This is an optimization exercise on Yosys and OpenROAD, whose aim is small area, a short achievable clock period and few clock cycles per item, not a production implementation.
At most, simulation tests tie the RTL to the original design; equivalence was not proved.

==> build 26 <==
## cordic_park_engine
module cordic_park_engine #(
  parameter int WIDTH       = 16,
  parameter int ANGLE_WIDTH = 16,
  parameter int ITERATIONS  = 14,
  parameter int GUARD_BITS  = 3,
  parameter int GAIN_BITS   = 15,
  parameter int TAG_WIDTH   = 2
) (
  input  logic                          clk,
  input  logic                          rst,
  input  logic                          in_valid,
  output logic                          in_ready,
  input  logic                          mode,
  input  logic signed [WIDTH-1:0]       in_x,
  input  logic signed [WIDTH-1:0]       in_y,
  input  logic [ANGLE_WIDTH-1:0]        angle,
  input  logic [TAG_WIDTH-1:0]          in_tag,
  output logic                          out_valid,
  input  logic                          out_ready,
  output logic signed [WIDTH-1:0]       out_x,
  output logic signed [WIDTH-1:0]       out_y,
  output logic [TAG_WIDTH-1:0]          out_tag,
  output logic                          busy
);
make LEC_CHECK=0 ABC_CLOCK_PERIOD_IN_PS=5000 CAP_MARGIN=20 CORE_MARGIN=2 CORE_UTILIZATION=60 PLACE_DENSITY=0.72 SETUP_SLACK_MARGIN=5 SLEW_MARGIN=20 finish   # period 10.0 ns
run.sh (not shown) runs the stock make flow with config.mk's settings and CLKGATE_MAP_FILE= SYNTH_SCRIPT=/design/flow/synth_recipe.tcl, a recipe that flattens the netlist after the stock synthesis.
==> build 5 (differences from build 26) <==
--- a/flow/config.mk
+++ b/flow/config.mk
@@ -6,9 +6,8 @@
 export NUM_CORES = 4
 export LEC_CHECK = 0
 export ABC_CLOCK_PERIOD_IN_PS = 5000
 export CAP_MARGIN = 20
 export CORE_MARGIN = 2
-export CORE_UTILIZATION = 60
-export PLACE_DENSITY = 0.72
+export CORE_UTILIZATION = 40
 export SETUP_SLACK_MARGIN = 5
 export SLEW_MARGIN = 20
==> trial 58 (differences from build 26) <==
--- a/flow/design.v
+++ b/flow/design.v
@@ -2742,29 +2742,50 @@
   endfunction
   wire [18:0] r8x = {ha7x_q, 1'b1} + {hb7x_q, c7x_q};
   wire [18:0] r8y = {ha7y_q, 1'b1} + {hb7y_q, c7y_q};
   wire [15:0] rx = sat18(r8x[18:1]);
   wire [15:0] ry = sat18(r8y[18:1]);
-  logic        ov_q;
-  logic [15:0] ox_q, oy_q;
-  logic [1:0]  ot_q;
-  logic        vin;
-  assign en  = !ov_q || out_ready;
-  assign vin = v_q[7];
+  logic        ov_q, kv_q;
+  logic [15:0] ox_q, oy_q, kx_q, ky_q;
+  logic [1:0]  ot_q, kt_q;
+  logic        take, vin;
+  assign en   = !kv_q;
+  assign take = ov_q && out_ready;
+  assign vin  = v_q[7];
   always_ff @(posedge clk or posedge rst) begin
-    if (rst) ov_q <= 1'b0;
-    else if (en) ov_q <= vin;
+    if (rst) begin
+      ov_q <= 1'b0;
+      kv_q <= 1'b0;
+    end else if (kv_q) begin
+      if (take) kv_q <= 1'b0;
+    end else if (!ov_q || take) begin
+      ov_q <= vin;
+    end else if (vin) begin
+      kv_q <= 1'b1;
+    end
   end
   always_ff @(posedge clk) begin
-    if (en && vin) begin
-      ox_q <= rx;
-      oy_q <= ry;
-      ot_q <= t_q[7];
+    if (kv_q) begin
+      if (take) begin
+        ox_q <= kx_q;
+        oy_q <= ky_q;
+        ot_q <= kt_q;
+      end
+    end else if (!ov_q || take) begin
+      if (vin) begin
+        ox_q <= rx;
+        oy_q <= ry;
+        ot_q <= t_q[7];
+      end
+    end else if (vin) begin
+      kx_q <= rx;
+      ky_q <= ry;
+      kt_q <= t_q[7];
     end
   end
-  assign in_ready  = en && !rst;
+  assign in_ready  = !kv_q && !rst;
   assign out_valid = ov_q;
-  assign busy      = (|v_q) | ov_q;
+  assign busy      = (|v_q) | ov_q | kv_q;
   assign out_x     = ox_q;
   assign out_y     = oy_q;
   assign out_tag   = ot_q;
 endmodule
==> flow/flow/run.sh (new file) <==
#!/bin/bash
bash standard.sh SETUP_SLACK_MARGIN=5.6 finish > standard.log 2>&1
==> flow/standard.sh (new file) <==
#!/bin/bash
# synth_recipe.tcl (not shown) runs the flow's synth.tcl, then flattens the netlist and writes it again
# the make line also repeats each setting of config.mk as NAME=value (left out here)
make -C /OpenROAD-flow-scripts/flow DESIGN_CONFIG=/design/flow/config.mk WORK_HOME=/design/flow/orfs CLKGATE_MAP_FILE= SYNTH_SCRIPT=/design/flow/synth_recipe.tcl "${@:-finish}"
--- a/flow/config.mk
+++ b/flow/config.mk
@@ -6,9 +6,8 @@
 export NUM_CORES = 4
 export LEC_CHECK = 0
 export ABC_CLOCK_PERIOD_IN_PS = 5000
 export CAP_MARGIN = 20
 export CORE_MARGIN = 2
-export CORE_UTILIZATION = 60
-export PLACE_DENSITY = 0.72
+export CORE_UTILIZATION = 40
 export SETUP_SLACK_MARGIN = 5
 export SLEW_MARGIN = 20
removed: flow/run.sh
==> trial 96 (differences from build 26) <==
==> flow/config.mk (replaced) <==
export PLATFORM = sky130hd
export DESIGN_NAME = cordic_park_engine
export DESIGN_NICKNAME = cordic_park_engine
export VERILOG_FILES = /design/flow/design.v
export SDC_FILE = /design/flow/constraint.sdc
export NUM_CORES = 4
export LEC_CHECK = 0
export ABC_AREA = 1
export ABC_CLOCK_PERIOD_IN_PS = 5000
export CAP_MARGIN = 20
export CORE_MARGIN = 2
export CORE_UTILIZATION = 60
export CTS_BUF_LIST = sky130_fd_sc_hd__clkbuf_4 sky130_fd_sc_hd__clkbuf_8
export PLACE_DENSITY = 0.72
export SETUP_SLACK_MARGIN = 5
export SLEW_MARGIN = 20
==> notes <==
- Trial 96 went through all stages and came out clean. Trial 58 finished with timing, DRC and antenna clean. Build 5 completed without violations. Build 26 passed the timing, design-rule and antenna checks.
- Of trial 58 and trial 96, trial 96 has the higher synthesized cell count (gap 16%, measured against trial 96).
- In build 26 the synthesized area is lower than in trial 58, by 2.8%.
- The lowest global-route usage belongs to build 5, the highest to trial 96.
Testbench counts of build 26, summed over its fixed seeds: cycles 2,472, items 2,400.
Testbench counts of build 5, summed over its fixed seeds: cycles 2,472, items 2,400.
Testbench counts of trial 96, summed over its fixed seeds: cycles 2,472, items 2,400.
Function not checked in trial 58: the RTL went through the layout flow alone.

## port drivers added, routing unchanged
How much do the figures lean on ideal ports? The routed layouts below were timed once more, with nothing changed but the port constraints. Step 1 assumes that a clkbuf_16 drives the clock port and a buf_2 every other input. Step 2 times the ports against the registers' clock, not the clock port: input delays grow and output delays shrink by t, the midpoint of the rising clock arrivals with the driver on. Slacks: no drivers / after step 1 / after step 2; pairs: no drivers / after step 1.
| run | t (ns) | setup WS [ns] | cell pins on the clock port's net |
|---|---|---|---|
| build 26 | 0.706 | 5.071 / 5.071 / 4.498 | 1 |
| build 5 | 0.717 | 5.106 / 5.085 / 4.470 | 1 |
| trial 58 | 0.762 | 5.222 / 5.222 / 4.743 | 1 |
| trial 96 | 0.797 | 5.081 / 5.081 / 4.774 | 1 |
After both steps setup and hold are still met in every run listed. For build 5, which loses most, drivers alone change the setup slack by -0.021 ns; drivers and shift together by -0.636 ns.
